Source: an optimization exercise on an open RTL-to-GDS flow (aim: small area, a short achievable clock period and few clock cycles). Production flows keep margins and buffers that such runs may drop.
Function was checked by simulation only, so behaviour that the tests miss may differ from the original.

==> run D <==
==> flow/design.v (excerpt) <==
module rv32imc_instruction_execute (
  input  logic        clk_i,
  input  logic        rst_ni,
  input  logic        in_valid_i,
  output logic        in_ready_o,
  input  logic        cmd_i,
  input  logic [31:0] instruction_i,
  input  logic [31:0] read_data_i,
  input  logic        access_ok_i,
  output logic        out_valid_o,
  input  logic        out_ready_i,
  output logic [2:0]  status_o,
  output logic [31:0] access_address_o,
  output logic [2:0]  access_size_o,
  output logic [31:0] write_data_o,
  output logic [31:0] next_pc_o
);
  logic        i_valid, i_cmd, i_ok, i_adv;
  logic [31:0] i_data;
  logic [4:0]  i_rs1, i_rs2;
  rv32_ctrl u_ctrl (
    .clk_i, .rst_ni, .in_valid_i, .in_ready_o, .cmd_i, .instruction_i,
    .read_data_i, .access_ok_i, .i_valid_o(i_valid), .i_cmd_o(i_cmd),
    .i_data_o(i_data), .i_ok_o(i_ok), .i_rs1_o(i_rs1), .i_rs2_o(i_rs2),
    .i_adv_i(i_adv)
  );
  rv32_datapath u_dp (
    .clk_i, .rst_ni, .i_valid_i(i_valid), .i_cmd_i(i_cmd), .i_data_i(i_data),
    .i_ok_i(i_ok), .i_rs1_i(i_rs1), .i_rs2_i(i_rs2), .i_adv_o(i_adv), .out_valid_o, .out_ready_i, .status_o,
    .access_address_o, .access_size_o, .write_data_o, .next_pc_o
  );
endmodule
Settings: LEC_CHECK=0, ABC_CLOCK_PERIOD_IN_PS=4000, CAP_MARGIN=20, CORE_MARGIN=2, CORE_UTILIZATION=35, PLACE_DENSITY=0.5, SLEW_MARGIN=20, TNS_END_PERCENT=100; clock period 13.0 ns.
standard.sh (not shown) runs the stock make flow with config.mk's settings and CLKGATE_MAP_FILE= SYNTH_SCRIPT=/design/flow/synth_recipe.tcl, a recipe that flattens the netlist after the stock synthesis.
==> flow/flow/run.sh <==
#!/bin/bash
set -euo pipefail
bash standard.sh SETUP_SLACK_MARGIN=8 finish > std_flow.log 2>&1
==> inputs of run B, as changes to run D <==
--- a/flow/design.v
+++ b/flow/design.v
@@ -555,39 +555,43 @@
     {l4s, l4c} = csa(l3[0], l3[1], l3[2]);
     {l5s, l5c} = csa(l4s, l4c, l3[3]);
     mlow = {1'b0, l5s[7:0]} + {1'b0, l5c[7:0]} + {8'd0, mci_q};
     mres = 33'(p_hi) + 33'(mc_c) + {32'd0, mci_q};
   end
   logic [5:0]  lzr, lzd;
   logic signed [6:0] kdiff;
   logic [32:0] dtrial;
+  logic [31:0] asmear;
+  logic        dlt;
   logic [31:0] amag, bmag;
   always_comb begin
     lzr = 6'd32;
     for (int i = 0; i < 32; i++) if (p_hi[i]) lzr = 6'(31 - i);
     lzd = 6'd32;
     for (int i = 0; i < 32; i++) if (dv_q[i]) lzd = 6'(31 - i);
     kdiff = $signed({1'b0, lzd}) - $signed({1'b0, lzr});
     dtrial = {1'b0, p_hi[31:0]} - {1'b0, dv_q[31:0]};
+    for (int i = 0; i < 32; i++) asmear[i] = |(p_hi[31:0] >> i);
+    dlt = |(dv_q[31:0] & ~asmear);
     amag = (!mmf_q[0] && p_hi[31]) ? -p_hi[31:0] : p_hi[31:0];
     bmag = (!mmf_q[0] && dv_q[31]) ? -dv_q[31:0] : dv_q[31:0];
   end
   logic [2:0] md_first;
   assign md_first = !dec.is_div ? M_MUL :
                     (!dec.mfunc[0] && (v1[31] || v2[31])) ? M_NEG : M_CLZ;
   assign md_start = d_en && i_valid_i && !hold && !i_cmd_i && dec.wr_en && dec.aop == AOP_MUL;
   always_ff @(posedge clk_i or negedge rst_ni) begin
     if (!rst_ni) begin
       ms_q <= M_IDLE;
     end else begin
       case (ms_q)
         M_IDLE:  if (md_start) ms_q <= md_first;
         M_NEG:   ms_q <= M_CLZ;
-        M_CLZ:   ms_q <= (lzd[5] || kdiff[6]) ? M_FIN : M_NORM;
+        M_CLZ:   ms_q <= (dv_q[31:0] == 32'd0 || dlt) ? M_FIN : M_NORM;
         M_MUL:   if (mlast) ms_q <= M_FIN;
         M_NORM:  ms_q <= M_DIV;
         M_DIV:   if (mc_q == 5'd0) ms_q <= M_FIN;
         M_FIN:   if (md_start) ms_q <= md_first;
                  else if (md_wr || mrd_q == 5'd0) ms_q <= M_IDLE;
         default: ms_q <= M_IDLE;
       endcase
     end
@@ -616,17 +620,17 @@
         mc_q <= mc_q + 5'd1;
         p_hi <= l5s[40:8];
         mc_c <= l5c[41:8];
         mci_q <= mlow[8];
         p_lo <= {mlow[7:0], p_lo[31:8]};
       end
       M_CLZ: begin
         mc_q <= kdiff[4:0];
-        bz_q <= lzd[5];
+        bz_q <= dv_q[31:0] == 32'd0;
       end
       M_NORM: dv_q <= {1'b0, dv_q[31:0] << mc_q};
       M_DIV: begin
         mc_q <= mc_q - 5'd1;
         if (!dtrial[32]) p_hi <= {1'b0, dtrial[31:0]};
         p_lo <= {p_lo[30:0], !dtrial[32]};
         dv_q <= {2'b0, dv_q[31:1]};
       end
==> flow/flow/run.sh (replaced) <==
#!/bin/bash
set -euo pipefail
bash standard.sh SETUP_SLACK_MARGIN=8.5 finish > std_flow.log 2>&1
==> flow/config.mk (replaced) <==
export PLATFORM = sky130hd
export DESIGN_NAME = rv32imc_instruction_execute
export DESIGN_NICKNAME = rv32imc_instruction_execute
export VERILOG_FILES = /design/flow/design.v
export SDC_FILE = /design/flow/constraint.sdc
export NUM_CORES = 4
export LEC_CHECK = 0
export ABC_CLOCK_PERIOD_IN_PS = 4000
export CAP_MARGIN = 20
export CORE_MARGIN = 2
export CORE_UTILIZATION = 45
export PLACE_DENSITY = 0.6
export SLEW_MARGIN = 20
export TNS_END_PERCENT = 100
==> results.txt <==
Run D passed the timing, design-rule and antenna checks. Run B finished clean.
Against run B, the critical path depth of run D is lower by 7.
Of run B and run D, run D has the higher count of clock-buffer cells in the layout (gap 6).
Of run B and run D, run D has the higher clock skew (gap 15 ps).
Worst setup slack: run B is better than run D (270 ps).
Sequential share of layout area: run D is higher than run B (1.4 points).
Testbench counts of run D, summed over its fixed seeds: cycles 27,994.
Testbench counts of run B, summed over its fixed seeds: cycles 27,994.

## static timing again, ports no longer ideal
The results above use ideal ports. As a check the final layouts listed here were re-extracted and re-timed, cells and wires unchanged. Step 1 (the two cells are an assumption about what drives the block):
set clk [get_ports {clk_i}]
set_driving_cell -lib_cell sky130_fd_sc_hd__clkbuf_16 $clk
set_driving_cell -lib_cell sky130_fd_sc_hd__buf_2 [delete_from_list [all_inputs] $clk]
Step 2 adds t to the input delays and takes it off the output delays; t is the mean of the earliest and latest rising clock arrival at the registers after step 1. Input paths then give back, and output paths get back, about the clock's delay inside the block. a / b / c = ideal ports / drivers / drivers and shift; a / b = the first two.
run | shift t [ns] | slack for setup (ns) | latest minus earliest clock arrival (ns) | slew at the worst register clock pin (ns)
run D | 0.972 | 7.858 / 7.858 / 7.095 | 0.080 / 0.079 | 0.08 / 0.08
run B | 0.928 | 8.129 / 8.129 / 7.642 | 0.062 / 0.061 | 0.08 / 0.08
After both steps setup and hold are still met in every run listed. For run D, which loses most, drivers alone change the setup slack by 0.000 ns; drivers and shift together by -0.763 ns.
